This design comes from an exercise in tuning for small area and a short achievable clock period on the open sky130 flow, not from production work. At most, simulation tests tie the RTL to the original design; equivalence was not proved. Function not checked in runs 1 to 4: the RTL went through the layout flow alone.

### design.v
`default_nettype none
package aes_math_pkg;
  localparam logic [7:0] poly_reduce = 8'h1b;
  localparam logic [2047:0] sbox = {
    128'h637c777bf26b6fc53001672bfed7ab76,
    128'hca82c97dfa5947f0add4a2af9ca472c0,
    128'hb7fd9326363ff7cc34a5e5f171d83115,
    128'h04c723c31896059a071280e2eb27b275,
    128'h09832c1a1b6e5aa0523bd6b329e32f84,
    128'h53d100ed20fcb15b6acbbe394a4c58cf,
    128'hd0efaafb434d338545f9027f503c9fa8,
    128'h51a3408f929d38f5bcb6da2110fff3d2,
    128'hcd0c13ec5f974417c4a77e3d645d1973,
    128'h60814fdc222a908846eeb814de5e0bdb,
    128'he0323a0a4906245cc2d3ac629195e479,
    128'he7c8376d8dd54ea96c56f4ea657aae08,
    128'hba78252e1ca6b4c6e8dd741f4bbd8b8a,
    128'h703eb5664803f60e613557b986c11d9e,
    128'he1f8981169d98e949b1e87e9ce5528df,
    128'h8ca1890dbfe6426841992d0fb054bb16
  };
  function automatic logic [7:0] sub_byte(input logic [7:0] b);
    sub_byte = sbox[2047 - 8 * b -: 8];
  endfunction
  function automatic logic [7:0] xtime(input logic [7:0] b);
    logic [7:0] shifted;
    shifted = {b[6:0], 1'b0};
    if (b[7]) begin
      shifted = shifted ^ poly_reduce;
    end
    xtime = shifted;
  endfunction
  function automatic logic [7:0] mul3(input logic [7:0] b);
    mul3 = xtime(b) ^ b;
  endfunction
endpackage
`default_nettype wire
`timescale 1ns/1ns
`default_nettype none
module aes_mix_column (
  input  wire [31:0] col_in,
  input  wire [31:0] key_in,
  output wire [31:0] col_out
);
  wire [31:0] t;
  for (genvar i = 0; i < 4; i++) begin : g_row
    assign t[31 - 8*i -: 8] = col_in[31 - 8*i -: 8] ^ col_in[31 - 8*((i + 1) % 4) -: 8];
    assign col_out[31 - 8*i -: 8] =
      aes_math_pkg::xtime(t[31 - 8*i -: 8]) ^
      ((col_in[31 - 8*((i + 1) % 4) -: 8] ^ key_in[31 - 8*i -: 8]) ^ t[31 - 8*((i + 2) % 4) -: 8]);
  end
endmodule
`default_nettype wire
`timescale 1ns/1ns
`default_nettype none
module aes_sub_shift_stage (
  input  wire         clk,
  input  wire [127:0] in_state,
  output wire [127:0] shifted
);
  wire [127:0] subbed;
  for (genvar c = 0; c < 4; c++) begin : g_col
    for (genvar r = 0; r < 4; r++) begin : g_row
      aes_sbox u_sbox (
        .clk (clk),
        .a   (in_state[127 - 32*c - 8*r -: 8]),
        .y   (subbed[127 - 32*c - 8*r -: 8])
      );
      assign shifted[127 - 32*c - 8*r -: 8] =
        subbed[127 - 32*((c + r) % 4) - 8*r -: 8];
    end
  end
endmodule
module aes_sbox (
  input  wire       clk,
  input  wire [7:0] a,
  output wire [7:0] y
);
  wire U0 = a[7], U1 = a[6], U2 = a[5], U3 = a[4], U4 = a[3], U5 = a[2], U6 = a[1], U7 = a[0];
  wire T1, T2, T3, T4, T5, T6, T7, T8, T9, T10;
  wire T11, T12, T13, T14, T15, T16, T17, T18, T19, T20;
  wire T21, T22, T23, T24, T25, T26, T27, M1, M2, M3;
  wire M4, M5, M6, M7, M8, M9, M10, M11, M12, M13;
  wire M14, M15, M16, M17, M18, M19, M20, M21, M22, M23;
  wire M24, M25, M26, M27, M28, M29, M30, M31, M32, M33;
  wire M34, M35, M36, M37, M38, M39, M40, M41, M42, M43;
  wire M44, M45, M46, M47, M48, M49, M50, M51, M52, M53;
  wire M54, M55, M56, M57, M58, M59, M60, M61, M62, M63;
  wire L0, L1, L2, L3, L4, L5, L6, L7, L8, L9;
  wire L10, L11, L12, L13, L14, L15, L16, L17, L18, L19;
  wire L20, L21, L22, L23, L24, L25, L26, L27, L28, L29;
  wire S0, S1, S2, S3, S4, S5, S6, S7;
  reg  U7_q1, T1_q1, T2_q1, T3_q1, T4_q1, T6_q1, T8_q1, T9_q1, T10_q1, T13_q1;
  reg  T15_q1, T16_q1, T17_q1, T19_q1, T20_q1, T22_q1, T23_q1, T27_q1, M21_q1, M23_q1;
  reg  M29_q1, M30_q1, M32_q1, M33_q1, M35_q1, M36_q1;
  assign T1 = U0 ^ U3;
  assign T2 = U0 ^ U5;
  assign T3 = U0 ^ U6;
  assign T4 = U3 ^ U5;
  assign T5 = U4 ^ U6;
  assign T6 = T1 ^ T5;
  assign T7 = U1 ^ U2;
  assign T8 = U7 ^ T6;
  assign T9 = U7 ^ T7;
  assign T10 = T6 ^ T7;
  assign T11 = U1 ^ U5;
  assign T12 = U2 ^ U5;
  assign T13 = T3 ^ T4;
  assign T14 = T6 ^ T11;
  assign T15 = T5 ^ T11;
  assign T16 = T5 ^ T12;
  assign T17 = T9 ^ T16;
  assign T18 = U3 ^ U7;
  assign T19 = T7 ^ T18;
  assign T20 = T1 ^ T19;
  assign T21 = U6 ^ U7;
  assign T22 = T7 ^ T21;
  assign T23 = T2 ^ T22;
  assign T24 = T2 ^ T10;
  assign T25 = T20 ^ T17;
  assign T26 = T3 ^ T16;
  assign T27 = T1 ^ T12;
  assign M1 = T13 & T6;
  assign M2 = T23 & T8;
  assign M3 = T14 ^ M1;
  assign M4 = T19 & U7;
  assign M5 = M4 ^ M1;
  assign M6 = T3 & T16;
  assign M7 = T22 & T9;
  assign M8 = T26 ^ M6;
  assign M9 = T20 & T17;
  assign M10 = M9 ^ M6;
  assign M11 = T1 & T15;
  assign M12 = T4 & T27;
  assign M13 = M12 ^ M11;
  assign M14 = T2 & T10;
  assign M15 = M14 ^ M11;
  assign M16 = M3 ^ M2;
  assign M17 = M5 ^ T24;
  assign M18 = M8 ^ M7;
  assign M19 = M10 ^ M15;
  assign M20 = M16 ^ M13;
  assign M21 = M17 ^ M15;
  assign M22 = M18 ^ M13;
  assign M23 = M19 ^ T25;
  assign M24 = M22 ^ M23;
  assign M25 = M22 & M20;
  assign M26 = M21 ^ M25;
  assign M27 = M20 ^ M21;
  assign M28 = M23 ^ M25;
  assign M29 = M28 & M27;
  assign M30 = M26 & M24;
  assign M31 = M20 & M23;
  assign M32 = M27 & M31;
  assign M33 = M27 ^ M25;
  assign M34 = M21 & M22;
  assign M35 = M24 & M34;
  assign M36 = M24 ^ M25;
  assign M37 = M21_q1 ^ M29_q1;
  assign M38 = M32_q1 ^ M33_q1;
  assign M39 = M23_q1 ^ M30_q1;
  assign M40 = M35_q1 ^ M36_q1;
  assign M41 = M38 ^ M40;
  assign M42 = M37 ^ M39;
  assign M43 = M37 ^ M38;
  assign M44 = M39 ^ M40;
  assign M45 = M42 ^ M41;
  assign M46 = M44 & T6_q1;
  assign M47 = M40 & T8_q1;
  assign M48 = M39 & U7_q1;
  assign M49 = M43 & T16_q1;
  assign M50 = M38 & T9_q1;
  assign M51 = M37 & T17_q1;
  assign M52 = M42 & T15_q1;
  assign M53 = M45 & T27_q1;
  assign M54 = M41 & T10_q1;
  assign M55 = M44 & T13_q1;
  assign M56 = M40 & T23_q1;
  assign M57 = M39 & T19_q1;
  assign M58 = M43 & T3_q1;
  assign M59 = M38 & T22_q1;
  assign M60 = M37 & T20_q1;
  assign M61 = M42 & T1_q1;
  assign M62 = M45 & T4_q1;
  assign M63 = M41 & T2_q1;
  assign L0 = M61 ^ M62;
  assign L1 = M50 ^ M56;
  assign L2 = M46 ^ M48;
  assign L3 = M47 ^ M55;
  assign L4 = M54 ^ M58;
  assign L5 = M49 ^ M61;
  assign L6 = M62 ^ L5;
  assign L7 = M46 ^ L3;
  assign L8 = M51 ^ M59;
  assign L9 = M52 ^ M53;
  assign L10 = M53 ^ L4;
  assign L11 = M60 ^ L2;
  assign L12 = M48 ^ M51;
  assign L13 = M50 ^ L0;
  assign L14 = M52 ^ M61;
  assign L15 = M55 ^ L1;
  assign L16 = M56 ^ L0;
  assign L17 = M57 ^ L1;
  assign L18 = M58 ^ L8;
  assign L19 = M63 ^ L4;
  assign L20 = L0 ^ L1;
  assign L21 = L1 ^ L7;
  assign L22 = L3 ^ L12;
  assign L23 = L18 ^ L2;
  assign L24 = L15 ^ L9;
  assign L25 = L6 ^ L10;
  assign L26 = L7 ^ L9;
  assign L27 = L8 ^ L10;
  assign L28 = L11 ^ L14;
  assign L29 = L11 ^ L17;
  assign S0 = L6 ^ L24;
  assign S1 = ~(L16 ^ L26);
  assign S2 = ~(L19 ^ L28);
  assign S3 = L6 ^ L21;
  assign S4 = L20 ^ L22;
  assign S5 = L25 ^ L29;
  assign S6 = ~(L13 ^ L27);
  assign S7 = ~(L6 ^ L23);
  always @(posedge clk) begin
    U7_q1 <= U7;
    T1_q1 <= T1;
    T2_q1 <= T2;
    T3_q1 <= T3;
    T4_q1 <= T4;
    T6_q1 <= T6;
    T8_q1 <= T8;
    T9_q1 <= T9;
    T10_q1 <= T10;
    T13_q1 <= T13;
    T15_q1 <= T15;
    T16_q1 <= T16;
    T17_q1 <= T17;
    T19_q1 <= T19;
    T20_q1 <= T20;
    T22_q1 <= T22;
    T23_q1 <= T23;
    T27_q1 <= T27;
    M21_q1 <= M21;
    M23_q1 <= M23;
    M29_q1 <= M29;
    M30_q1 <= M30;
    M32_q1 <= M32;
    M33_q1 <= M33;
    M35_q1 <= M35;
    M36_q1 <= M36;
  end
  assign y[7] = S0;
  assign y[6] = S1;
  assign y[5] = S2;
  assign y[4] = S3;
  assign y[3] = S4;
  assign y[2] = S5;
  assign y[1] = S6;
  assign y[0] = S7;
endmodule
`default_nettype wire
`timescale 1ns/1ns
`default_nettype none
module aes_mix_key_stage (
  input  wire          clk,
  input  wire [127:0]  shifted,
  input  wire [127:0]  round_key,
  output reg  [127:0]  out_state
);
  wire [127:0] keyed;
  for (genvar c = 0; c < 4; c++) begin : g_col
    aes_mix_column u_mix (
      .col_in  (shifted[127 - 32*c -: 32]),
      .key_in  (round_key[127 - 32*c -: 32]),
      .col_out (keyed[127 - 32*c -: 32])
    );
  end
  always @(posedge clk) begin
    out_state <= keyed;
  end
endmodule
`default_nettype wire
`timescale 1ns/1ns
`default_nettype none
module aes_round_top (
  input  wire          clk,
  input  wire          rst,
  input  wire          in_valid,
  input  wire [256:0]  in_data,
  output wire          out_valid,
  output wire [127:0]  out_state
);
  localparam int SBOX_CYCLES = 1;
  reg  [SBOX_CYCLES:0] valid_pipe;
  wire [127:0]         shifted;
  always @(posedge clk) begin
    if (rst) begin
      valid_pipe <= '0;
    end else begin
      valid_pipe <= {valid_pipe[SBOX_CYCLES-1:0], in_valid};
    end
  end
  assign out_valid = valid_pipe[SBOX_CYCLES];
  reg [128*SBOX_CYCLES-1:0] key_pipe;
  wire [127:0]              round_key;
  always @(posedge clk) begin
    key_pipe[127:0] <= in_data[128:1] & {128{~in_data[0]}};
  end
  if (SBOX_CYCLES > 1) begin : g_key
    always @(posedge clk) begin
      key_pipe[128*SBOX_CYCLES-1:128] <= key_pipe[128*SBOX_CYCLES-129:0];
    end
  end
  assign round_key = key_pipe[128*SBOX_CYCLES-1 -: 128];
  aes_sub_shift_stage u_sub_shift (
    .clk      (clk),
    .in_state (in_data[256:129]),
    .shifted  (shifted)
  );
  aes_mix_key_stage u_mix_key (
    .clk       (clk),
    .shifted   (shifted),
    .round_key (round_key),
    .out_state (out_state)
  );
endmodule
`default_nettype wire
### flow/run.sh
#!/bin/bash
# Own layout flow: the standard layout (standard.sh) with two changes.
#  1. Synthesis maps the logic with flow/abc.script (area-recovering mapping
#     that keeps the XOR structure of the s-boxes) in place of ORFS's ABC
#     speed script. Everything else in synthesis is the standard one
#     (synth_recipe.tcl on a copy of ORFS's scripts folder), so registers keep
#     their standard names and cells.
#  2. Ports are buffered with sky130_fd_sc_hd__buf_1 instead of the default
#     delay-cell buffer.
# Each tool's output goes to a log of its own in this folder (synth.log,
# layout.log) and ORFS's per-step logs under orfs/logs/.
set -euo pipefail
W=$PWD
rm -rf "$W/scripts_abc"
cp -r "$FLOW_HOME/scripts" "$W/scripts_abc"
cp "$W/flow/abc.script" "$W/scripts_abc/abc_speed.script"
bash "$W/standard.sh" synth SCRIPTS_DIR="$W/scripts_abc" > "$W/synth.log" 2>&1
bash "$W/standard.sh" finish "BUFFER_PORTS_ARGS=-buffer_cell sky130_fd_sc_hd__buf_1" > "$W/layout.log" 2>&1
### flow/abc.script
strash
dch -f
map -a
topo
buffer -c
upsize -c
dnsize -c
### standard.sh
#!/bin/bash
# synth_recipe.tcl (not shown) runs the flow's synth.tcl, then flattens the netlist and writes it again
# the make line also repeats each setting of config.mk as NAME=value (left out here)
make -C /OpenROAD-flow-scripts/flow DESIGN_CONFIG=/design/flow/config.mk WORK_HOME=/design/flow/orfs CLKGATE_MAP_FILE= SYNTH_SCRIPT=/design/flow/synth_recipe.tcl "${@:-finish}"
### config.mk
export PLATFORM = sky130hd
export DESIGN_NAME = aes_round_top
export DESIGN_NICKNAME = aes_round_top
export VERILOG_FILES = /design/flow/design.v
export SDC_FILE = /design/flow/constraint.sdc
export NUM_CORES = 4
export LEC_CHECK = 0
export CAP_MARGIN = 20
export CORE_MARGIN = 2
export CORE_UTILIZATION = 50
export CTS_BUF_LIST = sky130_fd_sc_hd__clkbuf_8
export CTS_CLUSTER_DIAMETER = 60
export CTS_CLUSTER_SIZE = 16
export PLACE_DENSITY = 0.65
export SLEW_MARGIN = 20
### constraint.sdc
create_clock -name core_clock -period 5.0 [get_ports {clk}]
set_input_delay 1.0000 -clock core_clock [delete_from_list [all_inputs] [get_ports {clk}]]
set_output_delay 1.0000 -clock core_clock [all_outputs]
set_load 0.01 [all_outputs]
==> flow_summary.ini, run 1 <==
[outcome]
outcome = complete, no violations

[grt]
gr-total-overflow = 0
grt_use_met3_pct = 3.14
grt_util_met2_pct = 35.5
busiest_layer = met2
grt_pass1_wl_mm = 128
antenna_found_initial = 4
grtUsageTotal_pct = 20.4
grt_max_degree = 72
grt_pass1_vias = 25800
grt_use_met1_pct = 26.3

[clocking]
root_buffer = clkbuf_8
postCtsSetupBuffers = 0
cts_tree = yes
insertion_delay_ps = 690
cts_buffers = 58
cts_hold_buf = 0
cts.sinks = 674
cts_max_level = 2
clkTransAtPathRegs_ps = 100
cts_resized = 0
cts.path.max_buffers = 3

[placement]
portBuffers = 388
place_congestion = 0.876
post-dp-hpwl_mm = 67.0
place_worst_setup_slack_ps = 1260
placed_cells = 5796

[route]
routed_via_density = 4.44
drt_iter0_drc = 914
num_vias = 26200
wirelength_mm = 81.0
wl_per_cell_microns = 13.8
drtPass1Iterations = 5
drc = 0
ant_nets = 0

[yosys]
avgSynthCellArea_sq_um = 8.53
postSynthCellCount = 4450
synth.top_cell.area_share_pct = 35.5
synth_top_area_cell = dfxtp_1
synth.area.top_cells = dfxtp_1, xor2_1, xnor2_1, nand2_1, inv_1
synth-seq-cells = 674
ys_seq_area_share_pct = 35.5
ys_warn_count = 4
syn_area_sq_mm = 0.0380
synth_cell_types = 31
syn_nets = 4742

[finish]
finalNonFillerCells = 5890
nNetsFinal = 5170
syn2layout_area_growth_pct = 10.1
drive_above_1_share_pct = 7.35
largestRegisters = key_pipe: 128 flops, u_mix_key.out_state: 128 flops

[setup_path]
crit_fanout = 4
crit_buf_inv = 1
path_class = reg2reg
cp_slowest_cell = xor2_1
cp-end-kind = flop
r2r_cells = 14
cp-start-kind = flop
startpoint = u_sub_shift.g_col[0].g_row[0].u_sbox.M29_q1
cp.required_ps = 5600
arrival_ps = 4120
crit_family = XOR/XNOR gates
r2r_end = u_mix_key.out_state[106]
reg2reg_slack_ps = 1480
rr_startpoint = u_sub_shift.g_col[0].g_row[0].u_sbox.M29_q1
cp_cell_sequence = or2_1 -> nand2_1 -> inv_1 -> nand2_1 -> nand2_2 -> nor2_2 -> xor2_1 -> nand2_1 -> nand2_4 -> xor2_1 -> xor2_1 -> xnor2_1 -> xnor2_1 -> xnor2_1
worst_path_largest_cell_delay_ps = 700

[sta]
fin_crit_sh_pct = 70.4
fmax_mhz = 284
finalHoldViolations = 0
setup_tns_ps = 0
rsz0062_at_grt = no
finalClockSkew_ps = 23.0
max-slew-margin-rel_pct = 19.1
tightest_slew_ps = 1210
hold_ws_ps = 410
final_max_slew_viol_count = 0
setup_violations = 0
min_period_ps = 3520
setup_slack_ps = 1480

[floorplanning]
dieArea_sq_mm = 0.0782
die_y_microns = 280
fp.dieW_microns = 280
core_area_sq_mm = 0.0756
row_count = 101
initial_core_util_pct = 50.2
ios = 389

[worst_hold_path]
hp-class = reg2reg
hp-start = valid_pipe[0]
holdPathStages = 2
min_to = valid_pipe[1]

[flow_run]
cap_violations = 0
[synthesized netlist by cell type]
| cell type | instances |
|---|---|
| a22oi_1 | 5 |
| nor2_4 | 2 |
| nand2_2 | 49 |
| nand2_4 | 11 |
| xnor2_2 | 36 |
| dfxtp_1 | 674 |
| a211oi_1 | 10 |
| or2_2 | 69 |
| nor2_2 | 4 |
| xor2_4 | 12 |
| inv_1 | 473 |
| ha_1 | 32 |
| or2_0 | 22 |
| clkbuf_1 | 21 |
| xnor2_1 | 562 |
| nand3_2 | 2 |
| xnor2_4 | 1 |
| nand2_1 | 1005 |
| clkinv_1 | 1 |
| nand3_1 | 71 |
| nand4_1 | 7 |
| nor2_1 | 224 |
| xor2_2 | 53 |
| a21oi_1 | 21 |
| or2_4 | 4 |
| xor2_1 | 986 |
| nor3_1 | 1 |
| nand2_8 | 1 |
| or2_1 | 60 |
| inv_2 | 24 |
| o21ai_0 | 7 |
[per-layer routing]
layer / vias to the layer above / part of all wire [%]
li1: 13900 / -
met1: 11700 / 47
met2: 384 / 47
met3: 115 / 3.7
met4: 4 / 2.2
met5: - / 0.027
[layout make-up]
| type | count | area (sq um) |
|---|---|---|
| well taps | 978 | 1220 |
| repair buffers | 389 | 1480 |
| diodes | 2 | 5.00 |
| fillers | 7168 | 33700 |
| inverters | 498 | 1870 |
| flip-flops and latches | 674 | 13500 |
| clock inverters | 25 | 298 |
| clock buffers | 67 | 922 |
| multi-input cells | 3257 | 22500 |
[cells by family (layout without fill, tap and decap cells)]
group	after synthesis	in the layout	share of synthesized area (%)
buf+inv	519	979	5.13
simple gates	1532	1532	17.2
fa+ha+maj	32	32	1.05
flops	674	674	35.5
xor+xnor	1650	1650	40.5
other cells	0	2	0
compound gates	43	43	0.666
[worst reg2reg max path, cell delays in order, from the launching register on]
cell and delay (ps):
dfxtp_1 320, or2_1 220, nand2_1 180, inv_1 110, nand2_1 80, nand2_2 80, nor2_2 200, xor2_1 260
nand2_1 150, nand2_4 130, xor2_1 190, xor2_1 700, xnor2_1 350, xnor2_1 290, xnor2_1 180
[worst max path at each step]
stage	to	depth (start not counted)
global placement	u_sub_shift.g_col[2].g_row[1].u_sbox.M33_q1	14
finish	u_mix_key.out_state[106]	14
CTS	u_mix_key.out_state[106]	14
floorplan	u_sub_shift.g_col[2].g_row[0].u_sbox.M30_q1	13
global route	u_mix_key.out_state[106]	16
detailed placement	u_sub_shift.g_col[2].g_row[1].u_sbox.M33_q1	14
[cells in the final DEF, fill, tap and decap left out, drive strengths merged, types with 68 or more instances in the layout]
| cell | Yosys | routed |
|---|---|---|
| buf | 0 | 388 |
| clkbuf | 21 | 68 |
| dfxtp | 674 | 674 |
| inv | 497 | 504 |
| nand2 | 1066 | 1066 |
| nand3 | 73 | 73 |
| nor2 | 230 | 230 |
| or2 | 155 | 155 |
| xnor2 | 599 | 599 |
| xor2 | 1051 | 1051 |
[stage by stage]
| step | util [%] | instance area, sq um |
|---|---|---|
| after floorplan | - | 38000 |
| after global placement | 53.7 | 40600 |
| after detailed placement | 53.7 | 40600 |
| after CTS | 55.3 | 41800 |
| after global routing | 55.3 | 41800 |
| final | 55.3 | 41800 |
==> inputs of run 2 (changes only) <==
--- a/design.v
+++ b/design.v
@@ -91,8 +91,8 @@
   wire L20, L21, L22, L23, L24, L25, L26, L27, L28, L29;
   wire S0, S1, S2, S3, S4, S5, S6, S7;
   reg  U7_q1, T1_q1, T2_q1, T3_q1, T4_q1, T6_q1, T8_q1, T9_q1, T10_q1, T13_q1;
-  reg  T15_q1, T16_q1, T17_q1, T19_q1, T20_q1, T22_q1, T23_q1, T27_q1, M21_q1, M23_q1;
-  reg  M29_q1, M30_q1, M32_q1, M33_q1, M35_q1, M36_q1;
+  reg  T15_q1, T16_q1, T17_q1, T19_q1, T20_q1, T22_q1, T23_q1, T27_q1, M37_q1, M38_q1;
+  reg  M39_q1, M40_q1;
   assign T1 = U0 ^ U3;
   assign T2 = U0 ^ U5;
   assign T3 = U0 ^ U6;
@@ -156,30 +156,30 @@
   assign M34 = M21 & M22;
   assign M35 = M24 & M34;
   assign M36 = M24 ^ M25;
-  assign M37 = M21_q1 ^ M29_q1;
-  assign M38 = M32_q1 ^ M33_q1;
-  assign M39 = M23_q1 ^ M30_q1;
-  assign M40 = M35_q1 ^ M36_q1;
-  assign M41 = M38 ^ M40;
-  assign M42 = M37 ^ M39;
-  assign M43 = M37 ^ M38;
-  assign M44 = M39 ^ M40;
+  assign M37 = M21 ^ M29;
+  assign M38 = M32 ^ M33;
+  assign M39 = M23 ^ M30;
+  assign M40 = M35 ^ M36;
+  assign M41 = M38_q1 ^ M40_q1;
+  assign M42 = M37_q1 ^ M39_q1;
+  assign M43 = M37_q1 ^ M38_q1;
+  assign M44 = M39_q1 ^ M40_q1;
   assign M45 = M42 ^ M41;
   assign M46 = M44 & T6_q1;
-  assign M47 = M40 & T8_q1;
-  assign M48 = M39 & U7_q1;
+  assign M47 = M40_q1 & T8_q1;
+  assign M48 = M39_q1 & U7_q1;
   assign M49 = M43 & T16_q1;
-  assign M50 = M38 & T9_q1;
-  assign M51 = M37 & T17_q1;
+  assign M50 = M38_q1 & T9_q1;
+  assign M51 = M37_q1 & T17_q1;
   assign M52 = M42 & T15_q1;
   assign M53 = M45 & T27_q1;
   assign M54 = M41 & T10_q1;
   assign M55 = M44 & T13_q1;
-  assign M56 = M40 & T23_q1;
-  assign M57 = M39 & T19_q1;
+  assign M56 = M40_q1 & T23_q1;
+  assign M57 = M39_q1 & T19_q1;
   assign M58 = M43 & T3_q1;
-  assign M59 = M38 & T22_q1;
-  assign M60 = M37 & T20_q1;
+  assign M59 = M38_q1 & T22_q1;
+  assign M60 = M37_q1 & T20_q1;
   assign M61 = M42 & T1_q1;
   assign M62 = M45 & T4_q1;
   assign M63 = M41 & T2_q1;
@@ -240,14 +240,10 @@
     T22_q1 <= T22;
     T23_q1 <= T23;
     T27_q1 <= T27;
-    M21_q1 <= M21;
-    M23_q1 <= M23;
-    M29_q1 <= M29;
-    M30_q1 <= M30;
-    M32_q1 <= M32;
-    M33_q1 <= M33;
-    M35_q1 <= M35;
-    M36_q1 <= M36;
+    M37_q1 <= M37;
+    M38_q1 <= M38;
+    M39_q1 <= M39;
+    M40_q1 <= M40;
   end
   assign y[7] = S0;
   assign y[6] = S1;
==> run 2 against run 1 <==
Compared with the run above: register-to-register slack better by 440 ps; still clean; die area decreased by 8.1%; final cell count fell by 8.7%; critical path type is now in2reg.
==> flow_summary.ini, run 2 <==
[floorplanning]
core_area_sq_mm = 0.0688
die_y_microns = 268
fp.dieW_microns = 268
initial_core_util_pct = 50.7
row_count = 96
ios = 389
dieArea_sq_mm = 0.0719

[placement]
place_congestion = 0.904
portBuffers = 388
post-dp-hpwl_mm = 60.9

[setup_path]
crit_fanout = 5
arrival_ps = 3760
worst_path_largest_cell_delay_ps = 300
cp.required_ps = 5580
cp_cell_sequence = buf_1 -> inv_1 -> or2_2 -> nand2_1 -> nand2_1 -> nand2_1 -> xor2_1 -> ha_1 -> xor2_1 -> xnor2_1 -> xor2_1 -> inv_1 -> or2_2 -> a221oi_1
crit_family = simple AND/OR/NAND/NOR gates
path_class = in2reg
cp-end-kind = flop
crit_buf_inv = 3
cp-start-kind = input port
cp_slowest_cell = or2_2

[yosys]
synth-seq-cells = 610
ys_warn_count = 4
ys.flop_type = dfxtp_1
synth.area.top_cells = dfxtp_1, xor2_1, xnor2_1, nand2_1, inv_1
synth_edf_count = 0
synth_most_common_cell = xor2_1
synth_top_area_cell = dfxtp_1
syn_nets = 4293
synth.top_cell.area_share_pct = 35.0
postSynth.asyncResetShare_pct = 0
yosys-top-cells-count = xor2_1, nand2_1, dfxtp_1
syn_area_sq_mm = 0.0349
synth_cell_types = 34
ys_seq_area_share_pct = 35.0
avgSynthCellArea_sq_um = 8.71
postSynthCellCount = 4001

[clocking]
postCtsSetupBuffers = 0
cts_tree = yes
cts_hold_buf = 0
clkTransAtPathRegs_ps = 100
root_buffer = clkbuf_8
cts.sinks = 610
cts.path.max_buffers = 3
cts_max_level = 2
insertion_delay_ps = 680
cts_buffers = 53
cts_resized = 0

[finish]
nNetsFinal = 4707
final.fill_count = 6535
seqCellArea_sq_mm = 0.0122
largestRegisters = key_pipe: 128 flops, u_mix_key.out_state: 128 flops
final_cell_mix = xor2_1, nand2_1, dfxtp_1
drive_above_1_share_pct = 6.08
fin_util_pct = 56.0
layout_commonest_cell = xor2_1
syn2layout_area_growth_pct = 10.5
multi_input_area_sq_mm = 0.0211

[grt]
grt_max_degree = 66
grt_pass1_wl_mm = 119
gr-total-overflow = 0
grtUsageTotal_pct = 20.4
antenna_found_initial = 3
grt_pass1_vias = 24100

[route]
drc = 0
ant_nets = 0
num_vias = 24000
routed_via_density = 4.46
drt_iter0_drc = 833
drtPass1Iterations = 5
wirelength_mm = 73.6
wl_per_cell_microns = 13.7

[sta]
rsz0062_at_grt = no
tightest_slew_ps = 902
finalClockSkew_ps = 38.8
max-slew-margin-rel_pct = 39.9
finalHoldViolations = 0
fin_crit_sh_pct = 63.6
setup_tns_ps = 0
min_period_ps = 3180
setup_violations = 0
final_max_slew_viol_count = 0
fmax_mhz = 315

[flow_run]
cap_violations = 0

[outcome]
outcome = complete, no violations

[worst_hold_path]
hp-class = reg2reg
run 2: cell count changes after synthesis, moves of 23 or more:
cell	before	now
xnor2_1	562	608
nand2_2	49	26
inv_1	473	375
xor2_2	53	23
or2_1	60	20
a21oi_1	21	62
o21ai_0	7	54
nand2_1	1005	713
dfxtp_1	674	610
run 2: cell type report:
type                       instances  share of cell area [%]
tap                              931                    3.02
timing repair buffer             389                    3.84
multi-input combinational       2980                    54.8
clock inverter                    27                   0.880
clock buffer                      57                    2.04
sequential                       610                    31.7
inverter                         381                    3.71
antenna                            4                  0.0260
run 2: per-layer routing:
metal  vias up  global-route usage (%)  part of all wire (%)
li1      12800                       -                     -
met1     10800                    25.9                    46
met2       335                    36.7                    49
met3        90                    2.39                   3.1
met4         2                    5.03                   2.1
met5         -                       0                 0.014
run 2: tightest hold or removal path: stages (launching register included):
cell,delay (ps)
dfxtp_1,310
inv_1,40
nor2_1,30
run 2: worst paths after layout:
| check | start | end | slack, ps | cells after the start |
|---|---|---|---|---|
| setup reg to reg | u_sub_shift.g_col[3].g_row[2].u_sbox.M39_q1 | u_mix_key.out_state[95] | 1920 | 12 |
| hold / removal | valid_pipe[0] | valid_pipe[1] | 410 | 2 |
| hold reg to reg | valid_pipe[0] | valid_pipe[1] | 410 | 2 |
| setup / recovery | in_data[136] | u_sub_shift.g_col[3].g_row[3].u_sbox.M38_q1 | 1820 | 14 |
run 2: logic make-up (layout without fill, tap and decap cells):
family	Yosys count	in the layout	synth area share (%)
compound gates	137	137	2.13
xor+xnor	1647	1647	43.3
fa+ha+maj	32	32	1.15
buf+inv	411	854	4.43
flops	610	610	35.0
other cells	0	4	0
simple gates	1164	1164	13.9
run 2: metrics by stage:
step,hold slack [ps],setup slack (ps),instances,instance area [sq um]
floorplan,388,1700,4001,34900
global placement,399,1340,5291,37400
detailed placement,406,1250,5291,37400
CTS,419,1910,5375,38500
global route,443,1650,5377,38500
finish,411,1820,5379,38500
==> inputs of run 3 (changes only) <==
--- a/flow/run.sh
+++ b/flow/run.sh
@@ -6,7 +6,8 @@
 #     (synth_recipe.tcl on a copy of ORFS's scripts folder), so registers keep
 #     their standard names and cells.
 #  2. Ports are buffered with sky130_fd_sc_hd__buf_1 instead of the default
-#     delay-cell buffer.
+#     delay-cell buffer; before detailed placement, flow/pre_dpl.tcl makes
+#     the port buffers buf_2 and the result registers dfxtp_2.
 # Each tool's output goes to a log of its own in this folder (synth.log,
 # layout.log) and ORFS's per-step logs under orfs/logs/.
 set -euo pipefail
@@ -15,4 +16,5 @@
 cp -r "$FLOW_HOME/scripts" "$W/scripts_abc"
 cp "$W/flow/abc.script" "$W/scripts_abc/abc_speed.script"
 bash "$W/standard.sh" synth SCRIPTS_DIR="$W/scripts_abc" > "$W/synth.log" 2>&1
-bash "$W/standard.sh" finish "BUFFER_PORTS_ARGS=-buffer_cell sky130_fd_sc_hd__buf_1" > "$W/layout.log" 2>&1
+bash "$W/standard.sh" finish "BUFFER_PORTS_ARGS=-buffer_cell sky130_fd_sc_hd__buf_1" \
+  "PRE_DETAIL_PLACE_TCL=$W/flow/pre_dpl.tcl" > "$W/layout.log" 2>&1
==> flow/pre_dpl.tcl (new file) <==
# Runs before detailed placement (ORFS hook PRE_DETAIL_PLACE_TCL), which
# legalises the cells resized here.
# Stronger cells on the paths from the inputs and to the outputs: the port
# buffers become buf_2, and the result registers, which drive the output
# buffers, dfxtp_2 (same flip-flop, higher drive).
set n_buf 0
set n_reg 0
foreach inst [get_cells *] {
  set name [get_full_name $inst]
  set ref [get_property $inst ref_name]
  if {$ref == "sky130_fd_sc_hd__buf_1" && [regexp {^(input|output)[0-9]+$} $name]} {
    replace_cell $inst sky130_fd_sc_hd__buf_2
    incr n_buf
  } elseif {$ref == "sky130_fd_sc_hd__dfxtp_1" && [regexp {^u_mix_key\.out_state} $name]} {
    replace_cell $inst sky130_fd_sc_hd__dfxtp_2
    incr n_reg
  }
}
puts "pre_dpl: resized $n_buf port buffers and $n_reg result registers"
--- a/config.mk
+++ b/config.mk
@@ -12,4 +12,5 @@
 export CTS_CLUSTER_DIAMETER = 60
 export CTS_CLUSTER_SIZE = 16
 export PLACE_DENSITY = 0.65
+export SETUP_SLACK_MARGIN = 2.3
 export SLEW_MARGIN = 20
==> run 3 against run 2 <==
Compared with the run above: still clean; synthesized cell count unchanged; register-to-register slack improved by 300 ps; clock skew increased by 4.8 ps.
==> flow_summary.ini, run 3 <==
[finish]
final_cell_mix = xor2_1, nand2_1, xnor2_1
drive_above_1_share_pct = 35.5
design_area_sq_mm = 0.0461
largestRegisters = key_pipe: 128 flops, u_mix_key.out_state: 128 flops
layout_commonest_cell = xor2_1
syn2layout_area_growth_pct = 32.1
nNetsFinal = 4902

[sta]
rsz0062_at_grt = yes
setup_slack_ps = 2220
setup_tns_ps = 0
fin_crit_sh_pct = 55.6
min_period_ps = 2780
setup_violations = 0
final_max_slew_viol_count = 0
finalHoldViolations = 0
fmax_mhz = 360
max-slew-margin-rel_pct = 41.5
finalClockSkew_ps = 43.6
tightest_slew_ps = 877

[setup_path]
cp.required_ps = 5560
crit_fanout = 3
reg2reg_slack_ps = 2220
rr_startpoint = u_sub_shift.g_col[0].g_row[3].u_sbox.M40_q1
cp-end-kind = flop
path_class = reg2reg
r2r_end = u_mix_key.out_state[86]
crit_end = u_mix_key.out_state[86]
arrival_ps = 3340
r2r_cells = 10
startpoint = u_sub_shift.g_col[0].g_row[3].u_sbox.M40_q1
cp-start-kind = flop

[route]
ant_nets = 0
wirelength_mm = 81.0
drc = 0
num_vias = 25100
drtPass1Iterations = 5
routed_via_density = 4.50
wl_per_cell_microns = 14.5
drt_iter0_drc = 790

[clocking]
clkTransAtPathRegs_ps = 100
cts_tree = yes
cts_max_level = 2
cts.sinks = 610
cts_buffers = 53
cts.path.max_buffers = 3
root_buffer = clkbuf_8
insertion_delay_ps = 700

[yosys]
yosys-top-cells-count = xor2_1, nand2_1, dfxtp_1
synth_most_common_cell = xor2_1
synth_cell_types = 34
ys.flop_type = dfxtp_1
synth_edf_count = 0
synth-seq-cells = 610
postSynth.asyncResetShare_pct = 0
avgSynthCellArea_sq_um = 8.71
syn_nets = 4293
synth.area.top_cells = dfxtp_1, xor2_1, xnor2_1, nand2_1, inv_1
postSynthCellCount = 4001
ys_warn_count = 4
syn_area_sq_mm = 0.0349
synth_top_area_cell = dfxtp_1
synth.top_cell.area_share_pct = 35.0
ys_seq_area_share_pct = 35.0

[grt]
grtUsageTotal_pct = 21.0
grt_max_degree = 68
antenna_found_initial = 9
grt_pass1_vias = 24200
grt_pass1_wl_mm = 121
gr-total-overflow = 0

[floorplanning]
row_count = 96
dieArea_sq_mm = 0.0719
fp.dieW_microns = 268
initial_core_util_pct = 50.7
ios = 389
core_area_sq_mm = 0.0688
die_y_microns = 268

[placement]
place_worst_setup_slack_ps = 1510
post-dp-hpwl_mm = 61.9
place_congestion = 0.867
placedInstanceArea_sq_mm = 0.0392
portBuffers = 388

[flow_run]
cap_violations = 0

[outcome]
outcome = complete, no violations

[worst_hold_path]
hp-class = reg2reg
[run 3: logic make-up after synthesis]
kind of cell | Yosys count | synth area share, %
simple gates | 1164 | 13.9
compound gates | 137 | 2.13
xor+xnor | 1647 | 43.3
buf+inv | 411 | 4.43
fa+ha+maj | 32 | 1.15
flops | 610 | 35.0
[run 3: per-layer routing]
| layer | up-vias | wire length [microns] | GRT usage, % |
|---|---|---|---|
| li1 | 13000 | - | - |
| met1 | 11600 | 34900 | 26.7 |
| met2 | 373 | 41800 | 37.4 |
| met3 | 127 | 2490 | 2.63 |
| met4 | 4 | 1890 | 5.84 |
| met5 | - | 30 | 0 |
[run 3: layout make-up]
class	instances	area [sq um]
multi-input cells	2980	26000
clock buffers	59	812
fillers	5452	22800
inverters	381	1600
well taps	931	1160
diodes	7	17.5
repair buffers	584	3700
flip-flops and latches	610	12500
clock inverters	27	284
[run 3: worst min-delay path by stage]
stage,startpoint,depth (start not counted),endpoint
global placement,valid_pipe[0],2,valid_pipe[1]
detailed placement,valid_pipe[0],2,valid_pipe[1]
finish,valid_pipe[0],2,valid_pipe[1]
floorplan,valid_pipe[0],2,valid_pipe[1]
global route,rst,2,valid_pipe[1]
CTS,rst,2,valid_pipe[1]
[run 3: per-stage QoR]
step                hold WS [ps]  util [%]  cells
floorplan                    388         -   4001
global placement             394      56.0   5291
detailed placement           403      57.0   5291
CTS                          410      60.5   5430
global route                 424      66.9   5578
finish                       408      66.9   5579
[run 3: repair_timing]
item,CTS,global route
pin swaps,38,206
setup buffers,53,142
hold buffers,0,0
endpoints found under the setup margin,112,185
gates resized for setup,131,537
[run 3: worst max-delay path, stage by stage, from the launching register on]
cell,delay (ps)
dfxtp_4,370
buf_12,120
xor2_1,180
nand2_1,140
xor2_1,320
xor2_1,290
xor2_1,150
xnor2_2,380
xor2_2,250
xor2_1,200
xor2_1,290
==> inputs of run 4 (changes only) <==
--- a/config.mk
+++ b/config.mk
@@ -12,5 +12,5 @@
 export CTS_CLUSTER_DIAMETER = 60
 export CTS_CLUSTER_SIZE = 16
 export PLACE_DENSITY = 0.65
-export SETUP_SLACK_MARGIN = 2.3
+export SETUP_SLACK_MARGIN = 2.0
 export SLEW_MARGIN = 20
==> run 4 against run 3 <==
Compared with the run above: still clean; worst setup slack got worse by 120 ps; synthesized area unchanged; via count down 3.7%; clock skew up 1.6 ps; design area down 12%; maximum frequency shrank 4.0%; global-route usage shrank 0.52 points; clock-buffer cell count rose by 3; final cell count down 3.2%; largest cell class unchanged.
==> flow_summary.ini, run 4 <==
[setup_path]
cp-start-kind = input port
worst_path_largest_cell_delay_ps = 280
r2r_end = u_mix_key.out_state[2]
cp_cell_sequence = buf_2 -> inv_8 -> or2_4 -> nand2_4 -> nand3_1 -> nand2_2 -> xor2_1 -> ha_1 -> xor2_1 -> xnor2_1 -> xor2_1 -> inv_1 -> or2_4 -> a221oi_2
rr_startpoint = u_sub_shift.g_col[0].g_row[1].u_sbox.M39_q1
path_class = in2reg
path_common_cell = xor2_1
crit_fanout = 4
cp_slowest_cell = ha_1
r2r_cells = 13
reg2reg_slack_ps = 2150
arrival_ps = 3490
cp-end-kind = flop
crit_family = simple AND/OR/NAND/NOR gates
crit_buf_inv = 3
cp.required_ps = 5590

[grt]
grt_pass1_wl_mm = 119
gr-total-overflow = 0
antenna_found_initial = 5
grt_pass1_vias = 23800
grt_max_degree = 66
grtUsageTotal_pct = 20.5

[clocking]
clkTransAtPathRegs_ps = 90
cts_hold_buf = 0
cts.sinks = 610
cts_max_level = 2
cts.path.max_buffers = 3
cts_tree = yes
insertion_delay_ps = 680
cts_buffers = 55
root_buffer = clkbuf_8

[worst_hold_path]
hp-class = reg2reg
holdPathStages = 2
hp-start = valid_pipe[0]
min_to = valid_pipe[1]

[finish]
nNetsFinal = 4727
final.fill_count = 6232
largestRegisters = key_pipe: 128 flops, u_mix_key.out_state: 128 flops
layout_commonest_cell = xor2_1
final_cell_mix = xor2_1, nand2_1, xnor2_1
syn2layout_area_growth_pct = 15.7
drive_above_1_share_pct = 21.6

[route]
num_vias = 24200
drt-met1-wl_mm = 33.7
drtPass1Iterations = 5
wl_per_cell_microns = 13.8
wl_met3_mm = 2.29
routed_via_density = 4.48
drt_iter0_drc = 870
ant_nets = 0
maxUsedRoutingLayer = met4
wl_met2_mm = 37.4
drc = 0
wirelength_mm = 74.5

[yosys]
syn_area_sq_mm = 0.0349
ys_seq_area_share_pct = 35.0
synth-compound-area-share_pct = 2.13
postSynth.asyncResetShare_pct = 0
ys_warn_count = 4
synth.area.top_cells = dfxtp_1, xor2_1, xnor2_1, nand2_1, inv_1
synth_top_area_cell = dfxtp_1
synth.top_cell.area_share_pct = 35.0
yosys-top-cells-count = xor2_1, nand2_1, dfxtp_1
synth-simple-area-share_pct = 13.9
avgSynthCellArea_sq_um = 8.71
ys.flop_type = dfxtp_1
synth_mux_area_share_pct = 0
synth_top_family_by_area = XOR/XNOR gates
synth_xor_xnor_area_share_pct = 43.3
synth-seq-cells = 610
postSynthCellCount = 4001
synth_most_common_cell = xor2_1
yosys.area_share.adder_pct = 1.15
synth_cell_types = 34
syn_nets = 4293
synth_edf_count = 0

[sta]
fin_crit_sh_pct = 58.0
setup_tns_ps = 0
finalHoldViolations = 0
min_period_ps = 2900
finalClockSkew_ps = 45.2
hold_ws_ps = 409
setup_violations = 0
fmax_mhz = 345
max-slew-margin-rel_pct = 42.2
setup_slack_ps = 2100
rsz0062_at_grt = yes
tightest_slew_ps = 860
final_max_slew_viol_count = 0

[placement]
place_worst_setup_slack_ps = 1470
portBuffers = 388
post-dp-hpwl_mm = 61.6
place_congestion = 0.876

[floorplanning]
core_area_sq_mm = 0.0688
ios = 389
fp.dieW_microns = 268
row_count = 96
initial_core_util_pct = 50.7
die_y_microns = 268
dieArea_sq_mm = 0.0719

[outcome]
outcome = complete, no violations

[flow_run]
cap_violations = 0
## run 4: timing repair
item / in CTS / in global routing
setup buffers: 0 / 18
endpoints found under the setup margin: 0 / 89
gates resized for setup: 0 / 64
## run 4: how the worst max path moves through the flow
stage	startpoint	to	slack [ps]	depth (start not counted)
5_1_grt	u_sub_shift.g_col[3].g_row[1].u_sbox.M39_q1	u_mix_key.out_state[52]	1870	12
4_1_cts	u_sub_shift.g_col[1].g_row[2].u_sbox.M40_q1	u_mix_key.out_state[27]	2010	10
3_3_place_gp	in_data[130]	u_sub_shift.g_col[3].g_row[3].u_sbox.M38_q1	1400	15
6_report	in_data[130]	u_sub_shift.g_col[3].g_row[3].u_sbox.M38_q1	2100	14
3_5_place_dp	in_data[130]	u_sub_shift.g_col[3].g_row[3].u_sbox.M37_q1	1470	15
2_1_floorplan	in_data[132]	u_sub_shift.g_col[3].g_row[3].u_sbox.M38_q1	1890	13
## run 4: logic make-up after synthesis
kind of cell / Yosys count
fa+ha+maj: 32
compound gates: 137
buf+inv: 411
simple gates: 1164
xor+xnor: 1647
flops: 610
## run 4: metrics by stage
| step | cells | util (%) | instance area, sq um |
|---|---|---|---|
| 4_1_cts | 5379 | 57.7 | 39700 |
| 2_1_floorplan | 4001 | - | 35400 |
| 3_3_place_gp | 5291 | 55.1 | 37900 |
| 3_5_place_dp | 5291 | 56.0 | 38500 |
| 5_1_grt | 5402 | 58.6 | 40300 |
| 6_report | 5402 | 58.6 | 40300 |
## run 4: layout make-up
class                   count  area (sq um)  area share (%)
flip-flops and latches    610         12400            30.7
clock inverters            26           294           0.729
diodes                      5          12.5          0.0310
well taps                 931          1160            2.89
inverters                 381          1450            3.60
clock buffers              62           853            2.12
multi-input cells        2980         22100            54.7
repair buffers            407          2110            5.24
## run 4: layer usage
| metal | track usage [%] | up-vias |
|---|---|---|
| met4 | 4.54 | 0 |
| met5 | 0 | - |
| li1 | - | 12800 |
| met3 | 2.53 | 77 |
| met2 | 36.9 | 293 |
| met1 | 26.1 | 11000 |
## run 4: worst reg2reg max path: stages (launching register included)
cell	delay, ps
dfxtp_1	430
inv_1	70
or2_0	190
nand2_1	120
nand2_1	160
xor2_1	200
xnor2_2	270
xor2_1	170
inv_1	60
or2_1	200
nand2_1	190
xor2_1	310
xor2_1	230
xor2_1	180
==> inputs of run 5 (changes only) <==
--- a/design.v
+++ b/design.v
@@ -91,8 +91,9 @@
   wire L20, L21, L22, L23, L24, L25, L26, L27, L28, L29;
   wire S0, S1, S2, S3, S4, S5, S6, S7;
   reg  U7_q1, T1_q1, T2_q1, T3_q1, T4_q1, T6_q1, T8_q1, T9_q1, T10_q1, T13_q1;
-  reg  T15_q1, T16_q1, T17_q1, T19_q1, T20_q1, T22_q1, T23_q1, T27_q1, M37_q1, M38_q1;
-  reg  M39_q1, M40_q1;
+  reg  T15_q1, T16_q1, T17_q1, T19_q1, T20_q1, T22_q1, T23_q1, T25_q1, T27_q1, M19_q1;
+  reg  M20_q1, M21_q1, M22_q1, M50_q1, M56_q1, L0_q1, L1_q1, L6_q1, L7_q1, L8_q1;
+  reg  L9_q1, L10_q1, L11_q1, L14_q1, L15_q1, L17_q1, L19_q1, L22_q1, L23_q1;
   assign T1 = U0 ^ U3;
   assign T2 = U0 ^ U5;
   assign T3 = U0 ^ U6;
@@ -142,44 +143,44 @@
   assign M20 = M16 ^ M13;
   assign M21 = M17 ^ M15;
   assign M22 = M18 ^ M13;
-  assign M23 = M19 ^ T25;
-  assign M24 = M22 ^ M23;
-  assign M25 = M22 & M20;
-  assign M26 = M21 ^ M25;
-  assign M27 = M20 ^ M21;
+  assign M23 = M19_q1 ^ T25_q1;
+  assign M24 = M22_q1 ^ M23;
+  assign M25 = M22_q1 & M20_q1;
+  assign M26 = M21_q1 ^ M25;
+  assign M27 = M20_q1 ^ M21_q1;
   assign M28 = M23 ^ M25;
   assign M29 = M28 & M27;
   assign M30 = M26 & M24;
-  assign M31 = M20 & M23;
+  assign M31 = M20_q1 & M23;
   assign M32 = M27 & M31;
   assign M33 = M27 ^ M25;
-  assign M34 = M21 & M22;
+  assign M34 = M21_q1 & M22_q1;
   assign M35 = M24 & M34;
   assign M36 = M24 ^ M25;
-  assign M37 = M21 ^ M29;
+  assign M37 = M21_q1 ^ M29;
   assign M38 = M32 ^ M33;
   assign M39 = M23 ^ M30;
   assign M40 = M35 ^ M36;
-  assign M41 = M38_q1 ^ M40_q1;
-  assign M42 = M37_q1 ^ M39_q1;
-  assign M43 = M37_q1 ^ M38_q1;
-  assign M44 = M39_q1 ^ M40_q1;
+  assign M41 = M38 ^ M40;
+  assign M42 = M37 ^ M39;
+  assign M43 = M37 ^ M38;
+  assign M44 = M39 ^ M40;
   assign M45 = M42 ^ M41;
   assign M46 = M44 & T6_q1;
-  assign M47 = M40_q1 & T8_q1;
-  assign M48 = M39_q1 & U7_q1;
+  assign M47 = M40 & T8_q1;
+  assign M48 = M39 & U7_q1;
   assign M49 = M43 & T16_q1;
-  assign M50 = M38_q1 & T9_q1;
-  assign M51 = M37_q1 & T17_q1;
+  assign M50 = M38 & T9_q1;
+  assign M51 = M37 & T17_q1;
   assign M52 = M42 & T15_q1;
   assign M53 = M45 & T27_q1;
   assign M54 = M41 & T10_q1;
   assign M55 = M44 & T13_q1;
-  assign M56 = M40_q1 & T23_q1;
-  assign M57 = M39_q1 & T19_q1;
+  assign M56 = M40 & T23_q1;
+  assign M57 = M39 & T19_q1;
   assign M58 = M43 & T3_q1;
-  assign M59 = M38_q1 & T22_q1;
-  assign M60 = M37_q1 & T20_q1;
+  assign M59 = M38 & T22_q1;
+  assign M60 = M37 & T20_q1;
   assign M61 = M42 & T1_q1;
   assign M62 = M45 & T4_q1;
   assign M63 = M41 & T2_q1;
@@ -196,31 +197,31 @@
   assign L10 = M53 ^ L4;
   assign L11 = M60 ^ L2;
   assign L12 = M48 ^ M51;
-  assign L13 = M50 ^ L0;
+  assign L13 = M50_q1 ^ L0_q1;
   assign L14 = M52 ^ M61;
   assign L15 = M55 ^ L1;
-  assign L16 = M56 ^ L0;
+  assign L16 = M56_q1 ^ L0_q1;
   assign L17 = M57 ^ L1;
   assign L18 = M58 ^ L8;
   assign L19 = M63 ^ L4;
-  assign L20 = L0 ^ L1;
-  assign L21 = L1 ^ L7;
+  assign L20 = L0_q1 ^ L1_q1;
+  assign L21 = L1_q1 ^ L7_q1;
   assign L22 = L3 ^ L12;
   assign L23 = L18 ^ L2;
-  assign L24 = L15 ^ L9;
-  assign L25 = L6 ^ L10;
-  assign L26 = L7 ^ L9;
-  assign L27 = L8 ^ L10;
-  assign L28 = L11 ^ L14;
-  assign L29 = L11 ^ L17;
-  assign S0 = L6 ^ L24;
+  assign L24 = L15_q1 ^ L9_q1;
+  assign L25 = L6_q1 ^ L10_q1;
+  assign L26 = L7_q1 ^ L9_q1;
+  assign L27 = L8_q1 ^ L10_q1;
+  assign L28 = L11_q1 ^ L14_q1;
+  assign L29 = L11_q1 ^ L17_q1;
+  assign S0 = L6_q1 ^ L24;
   assign S1 = ~(L16 ^ L26);
-  assign S2 = ~(L19 ^ L28);
-  assign S3 = L6 ^ L21;
-  assign S4 = L20 ^ L22;
+  assign S2 = ~(L19_q1 ^ L28);
+  assign S3 = L6_q1 ^ L21;
+  assign S4 = L20 ^ L22_q1;
   assign S5 = L25 ^ L29;
   assign S6 = ~(L13 ^ L27);
-  assign S7 = ~(L6 ^ L23);
+  assign S7 = ~(L6_q1 ^ L23_q1);
   always @(posedge clk) begin
     U7_q1 <= U7;
     T1_q1 <= T1;
@@ -239,11 +240,28 @@
     T20_q1 <= T20;
     T22_q1 <= T22;
     T23_q1 <= T23;
+    T25_q1 <= T25;
     T27_q1 <= T27;
-    M37_q1 <= M37;
-    M38_q1 <= M38;
-    M39_q1 <= M39;
-    M40_q1 <= M40;
+    M19_q1 <= M19;
+    M20_q1 <= M20;
+    M21_q1 <= M21;
+    M22_q1 <= M22;
+    M50_q1 <= M50;
+    M56_q1 <= M56;
+    L0_q1 <= L0;
+    L1_q1 <= L1;
+    L6_q1 <= L6;
+    L7_q1 <= L7;
+    L8_q1 <= L8;
+    L9_q1 <= L9;
+    L10_q1 <= L10;
+    L11_q1 <= L11;
+    L14_q1 <= L14;
+    L15_q1 <= L15;
+    L17_q1 <= L17;
+    L19_q1 <= L19;
+    L22_q1 <= L22;
+    L23_q1 <= L23;
   end
   assign y[7] = S0;
   assign y[6] = S1;
@@ -286,7 +304,7 @@
   output wire          out_valid,
   output wire [127:0]  out_state
 );
-  localparam int SBOX_CYCLES = 1;
+  localparam int SBOX_CYCLES = 2;
   reg  [SBOX_CYCLES:0] valid_pipe;
   wire [127:0]         shifted;
   always @(posedge clk) begin
--- a/config.mk
+++ b/config.mk
@@ -12,5 +12,4 @@
 export CTS_CLUSTER_DIAMETER = 60
 export CTS_CLUSTER_SIZE = 16
 export PLACE_DENSITY = 0.65
-export SETUP_SLACK_MARGIN = 2.0
 export SLEW_MARGIN = 20
==> run 5 against run 4 <==
Compared with the run above: still clean; clock-buffer cell count rose by 29; critical path depth fell by 3; routed wire length rose by 17%; clock skew fell by 11 ps; critical path type unchanged; largest cell class unchanged.
==> flow_summary.ini, run 5 <==
[floorplanning]
ios = 389
row_count = 107
die_y_microns = 296
initial_core_util_pct = 50.3
core_area_sq_mm = 0.0849
fp.dieW_microns = 296
dieArea_sq_mm = 0.0877

[finish]
regMostFlops = key_pipe
drive_above_1_share_pct = 17.4
largestRegisters = key_pipe: 256 flops, u_mix_key.out_state: 128 flops
final.fill_count = 7703
syn2layout_area_growth_pct = 11.8
largest_reg_flops = 256
fin_util_pct = 56.2
layout_commonest_cell = dfxtp_1
finalNonFillerCells = 6039
nNetsFinal = 5144
final_cell_mix = dfxtp_1, xor2_1, xnor2_1

[route]
num_vias = 26800
ant_nets = 0
drtPass1Iterations = 5
routed_via_density = 4.43
wl_per_cell_microns = 14.5
wirelength_mm = 87.3
drc = 0
drt_iter0_drc = 1051

[grt]
gr-total-overflow = 0
grtUsageTotal_pct = 19.7
grt_pass1_wl_mm = 136
grt_pass1_vias = 26400
antenna_found_initial = 5
grt_max_degree = 61

[setup_path]
cp_cell_sequence = buf_2 -> or2_2 -> nand2_1 -> inv_1 -> nand2_1 -> nand2_1 -> xnor2_1 -> ha_1 -> xor2_1 -> xor2_1 -> xor2_1
crit_buf_inv = 2
cp.required_ps = 5620
reg2reg_slack_ps = 2760
cp-end-kind = flop
crit_fanout = 5
path_class = in2reg
cp_slowest_cell = or2_2
r2r_cells = 5
cp-start-kind = input port
rr_startpoint = u_sub_shift.g_col[2].g_row[3].u_sbox.L6_q1
arrival_ps = 2970
r2r_end = u_mix_key.out_state[23]
crit_family = XOR/XNOR gates
path_depth = 11
crit_end = u_sub_shift.g_col[2].g_row[2].u_sbox.M21_q1
startpoint = in_data[176]
worst_path_largest_cell_delay_ps = 290

[sta]
finalHoldViolations = 0
setup_violations = 0
setup_tns_ps = 0
rsz0062_at_grt = no
fin_crit_sh_pct = 47.0
finalClockSkew_ps = 33.9
min_period_ps = 2350
max-slew-margin-rel_pct = 34.0
final_max_slew_viol_count = 0
fmax_mhz = 426
tightest_slew_ps = 983

[clocking]
cts_max_level = 3
cts_hold_buf = 0
cts_tree = yes
clkTransAtPathRegs_ps = 90
cts.path.max_buffers = 3
cts_buffers = 84
cts.sinks = 1011
insertion_delay_ps = 700
root_buffer = clkbuf_8
cts_resized = 0
postCtsSetupBuffers = 0

[yosys]
avgSynthCellArea_sq_um = 9.69
synth_top_area_cell = dfxtp_1
postSynthCellCount = 4406
synth_edf_count = 0
synth.top_cell.area_share_pct = 47.4
yosys-top-cells-count = dfxtp_1, xor2_1, xnor2_1
syn_area_sq_mm = 0.0427
ys.flop_type = dfxtp_1
synth.area.top_cells = dfxtp_1, xor2_1, xnor2_1, nand2_1, inv_1
ys_seq_area_share_pct = 47.4
ys_warn_count = 4
syn_nets = 4698
postSynth.asyncResetShare_pct = 0
synth_most_common_cell = dfxtp_1
synth_cell_types = 28
synth-seq-cells = 1011

[outcome]
outcome = complete, no violations

[placement]
place_congestion = 0.850
portBuffers = 388
placed_cells = 5910
post-dp-hpwl_mm = 70.4

[worst_hold_path]
holdPathStages = 0
hp-class = reg2reg

[flow_run]
cap_violations = 0
## run 5: cell count changes after synthesis, moves of 22 or more
cell / previous run / this run
nand3_1: 62 / 32
o21ai_0: 54 / 32
dfxtp_1: 610 / 1011
xnor2_1: 608 / 731
xor2_1: 969 / 860
inv_2: 5 / 50
nor2_1: 235 / 272
## run 5: worst min path at each step
| stage | end | start | slack (ps) |
|---|---|---|---|
| after global routing | key_pipe[155] | key_pipe[27] | 330 |
| after CTS | key_pipe[171] | key_pipe[43] | 320 |
| final | key_pipe[171] | key_pipe[43] | 320 |
| after global placement | key_pipe[244] | key_pipe[116] | 310 |
| after detailed placement | key_pipe[149] | key_pipe[21] | 310 |
| after floorplan | key_pipe[128] | key_pipe[0] | 310 |
## run 5: metal layers
| metal | part of all wire (%) | global-route usage [%] | wire length [microns] | vias up |
|---|---|---|---|---|
| li1 | - | - | - | 14000 |
| met1 | 45 | 25.2 | 39600 | 12200 |
| met2 | 48 | 34.2 | 41900 | 461 |
| met3 | 4.2 | 2.78 | 3710 | 104 |
| met4 | 2.4 | 6.16 | 2110 | 0 |
| met5 | 0 | 0 | 0 | - |
## run 5: final cells by class
| class | count | area (sq um) | share of cell area [%] |
|---|---|---|---|
| tap | 1144 | 1430 | 3.00 |
| clock buffer | 91 | 1250 | 2.62 |
| timing repair buffer | 390 | 1970 | 4.13 |
| antenna | 3 | 7.51 | 0.0157 |
| multi-input combinational | 2941 | 20700 | 43.5 |
| clock inverter | 35 | 334 | 0.700 |
| sequential | 1011 | 20400 | 42.7 |
| inverter | 424 | 1590 | 3.33 |
## run 5: cell families (layout without fill, tap and decap cells)
group | count (synthesis) | after routing | share of synthesized area [%]
xor+xnor | 1643 | 1643 | 34.7
buf+inv | 454 | 940 | 3.99
compound gates | 144 | 144 | 2.17
fa+ha+maj | 32 | 32 | 0.938
flops | 1011 | 1011 | 47.4
other cells | 0 | 3 | 0
simple gates | 1122 | 1122 | 10.8
## run 5: worst register-to-register path, delay by kind of cell, from the launching register on
family	cells	cell delay (ps)
xor+xnor	5	1680
flops	1	480
## run 5: through the flow
step / cell area, sq um / setup slack, ps / hold slack (ps)
3_5_place_dp: 46100 / 1960 / 312
4_1_cts: 47700 / 2670 / 319
5_1_grt: 47700 / 2440 / 332
3_3_place_gp: 45500 / 2000 / 310
6_report: 47700 / 2650 / 317
2_1_floorplan: 42700 / 2330 / 310
==> inputs of run 6 (changes only) <==
--- a/config.mk
+++ b/config.mk
@@ -12,4 +12,5 @@
 export CTS_CLUSTER_DIAMETER = 60
 export CTS_CLUSTER_SIZE = 16
 export PLACE_DENSITY = 0.65
+export SETUP_SLACK_MARGIN = 2.85
 export SLEW_MARGIN = 20
==> run 6 against run 5 <==
Compared with the run above: maximum frequency up 7.4%; non-clock buffer count up 12; worst hold slack worse by 0.99 ps; largest cell class unchanged; critical path type is now reg2out; global-route usage up 0.42 points; clock-buffer cell count down 1; highest routed layer is now met5; final cell count up 0.15%; worst setup slack better by 160 ps; critical endpoint is now out_state[58]; sequential cell count unchanged.
==> flow_summary.ini, run 6 <==
[placement]
post-dp-hpwl_mm = 71.9
portBuffers = 388
placed_cells = 5910
placedInstanceArea_sq_mm = 0.0471
place_congestion = 0.885

[finish]
drive_above_1_share_pct = 23.2
layout_commonest_cell = dfxtp_1
finalNonFillerCells = 6048
largestRegisters = key_pipe: 256 flops, u_mix_key.out_state: 128 flops
largest_reg_flops = 256
final_cell_mix = dfxtp_1, xor2_1, xnor2_1
syn2layout_area_growth_pct = 18.0
regMostFlops = key_pipe
nNetsFinal = 5155
design_area_sq_mm = 0.0504
fin_util_pct = 59.4

[yosys]
ys.flop_type = dfxtp_1
synth-compound-area-share_pct = 2.17
synth.top_cell.area_share_pct = 47.4
yosys.area_share.adder_pct = 0.938
synth-seq-cells = 1011
synth_mux_area_share_pct = 0
synth_edf_count = 0
synth_top_area_cell = dfxtp_1
yosys-top-cells-count = dfxtp_1, xor2_1, xnor2_1
avgSynthCellArea_sq_um = 9.69
ys_seq_area_share_pct = 47.4
synth.area.top_cells = dfxtp_1, xor2_1, xnor2_1, nand2_1, inv_1
postSynth.asyncResetShare_pct = 0
ys_warn_count = 4
synth_most_common_cell = dfxtp_1
synth-simple-area-share_pct = 10.8
synth_xor_xnor_area_share_pct = 34.7
synth_top_family_by_area = XOR/XNOR gates
syn_nets = 4698
postSynthCellCount = 4406
syn_area_sq_mm = 0.0427
synth_cell_types = 28

[floorplanning]
die_y_microns = 296
core_area_sq_mm = 0.0849
initial_core_util_pct = 50.3
row_count = 107
fp.dieW_microns = 296
dieArea_sq_mm = 0.0877
ios = 389

[route]
routed_via_density = 4.41
wl_per_cell_microns = 14.8
drc = 0
drtPass1Iterations = 5
num_vias = 26600
wirelength_mm = 89.3
drt_iter0_drc = 812
ant_nets = 0

[clocking]
cts_max_level = 3
insertion_delay_ps = 700
cts.path.max_buffers = 3
clkTransAtPathRegs_ps = 100
cts_buffers = 83
cts_tree = yes
root_buffer = clkbuf_8
cts.sinks = 1011

[grt]
antenna_found_initial = 10
grt_pass1_wl_mm = 139
grt_max_degree = 65
grtUsageTotal_pct = 20.1
grt_pass1_vias = 27000
gr-total-overflow = 0

[outcome]
outcome = complete, no violations

[setup_path]
arrival_ps = 1190
cp.required_ps = 4000
cp_cell_sequence = buf_6
cp-start-kind = flop
path_class = reg2out
crit_fanout = 1
cp-end-kind = output pin
crit_family = flip-flops
crit_buf_inv = 1
cp_slowest_cell = dfxtp_4
worst_path_largest_cell_delay_ps = 380

[sta]
min_period_ps = 2190
finalHoldViolations = 0
final_max_slew_viol_count = 0
rsz0062_at_grt = yes
tightest_slew_ps = 936
finalClockSkew_ps = 46.7
max-slew-margin-rel_pct = 37.1
setup_tns_ps = 0
fmax_mhz = 457
fin_crit_sh_pct = 43.8
setup_violations = 0
hold_ws_ps = 316

[flow_run]
cap_violations = 0

[worst_hold_path]
hp-class = reg2reg
## run 6: layout make-up
class | instances | area, sq um
timing repair buffer | 402 | 2870
multi-input combinational | 2941 | 22400
sequential | 1011 | 20400
antenna | 4 | 10.0
inverter | 424 | 1600
clock inverter | 32 | 424
fill | 7359 | 34500
tap | 1144 | 1430
clock buffer | 90 | 1240
## run 6: metal layers
layer / GRT usage [%] / part of all wire [%] / wire length [microns]
met2: 35.1 / 49 / 43500
met3: 3.31 / 4.0 / 3550
met5: 0 / 0.067 / 60
met4: 6.13 / 2.6 / 2290
met1: 25.4 / 45 / 39900
## run 6: worst paths after layout
kind / from / endpoint / slack, ps / depth (start not counted)
worst max register to register: u_sub_shift.g_col[0].g_row[2].u_sbox.L6_q1 / u_mix_key.out_state[41] / 2910 / 4
worst max-delay path: u_mix_key.out_state[58] / out_state[58] / 2810 / 1
worst min-delay path: key_pipe[35] / key_pipe[163] / 320 / 0
worst min register to register: key_pipe[35] / key_pipe[163] / 320 / 0
## run 6: worst reg2reg max path: stages, from the launching register on
cell	delay, ps
dfxtp_1	530
xor2_1	450
xor2_1	370
xor2_1	150
xnor2_1	440
## run 6: cell families (layout without fill, tap and decap cells)
logic type	after synthesis	in the layout
xor+xnor	1643	1643
simple gates	1122	1122
flops	1011	1011
buf+inv	454	948
compound gates	144	144
fa+ha+maj	32	32
other cells	0	4
## run 6: timing repair
item                                    4_1_cts  5_1_grt
hold buffers                                  0        0
gates resized for setup                     144      127
pin swaps                                     0       49
buffers inserted                              0       12
endpoints found under the setup margin      138      206
## run 6: stage by stage
stage	setup WS [ps]
6_report	2810
2_1_floorplan	2440
4_1_cts	2740
5_1_grt	2730
3_3_place_gp	2220
3_5_place_dp	2170

-- separate check: timing with driven ports --
The results above use ideal ports. As a check the final layouts listed here were re-extracted and re-timed, cells and wires unchanged.
Step 1 assumes that a clkbuf_16 drives the clock port and a buf_2 every other input.
Step 2 adds t to the input delays and takes it off the output delays; t is the mean of the earliest and latest rising clock arrival at the registers after step 1. Input paths then give back, and output paths get back, about the clock's delay inside the block.
Three values: ideal, step 1, step 2; two values: the first two.
run | t (ns) | setup slack, ns | worst slew at a driven data input, ns
run 1 | 0.745 | 1.480 / 1.480 / 1.191 | 0.14
run 2 | 0.714 | 1.820 / 1.852 / 1.138 | 0.09
run 3 | 0.724 | 2.219 / 2.219 / 1.557 | 0.13
run 4 | 0.714 | 2.102 / 2.135 / 1.421 | 0.09
run 5 | 0.753 | 2.651 / 2.683 / 1.937 | 0.09
run 6 | 0.738 | 2.812 / 2.753 / 2.186 | 0.11
After both steps setup and hold are still met in every run listed. The setup slack of run 5, which loses most, moves by +0.032 ns with the drivers and by -0.714 ns with both steps.
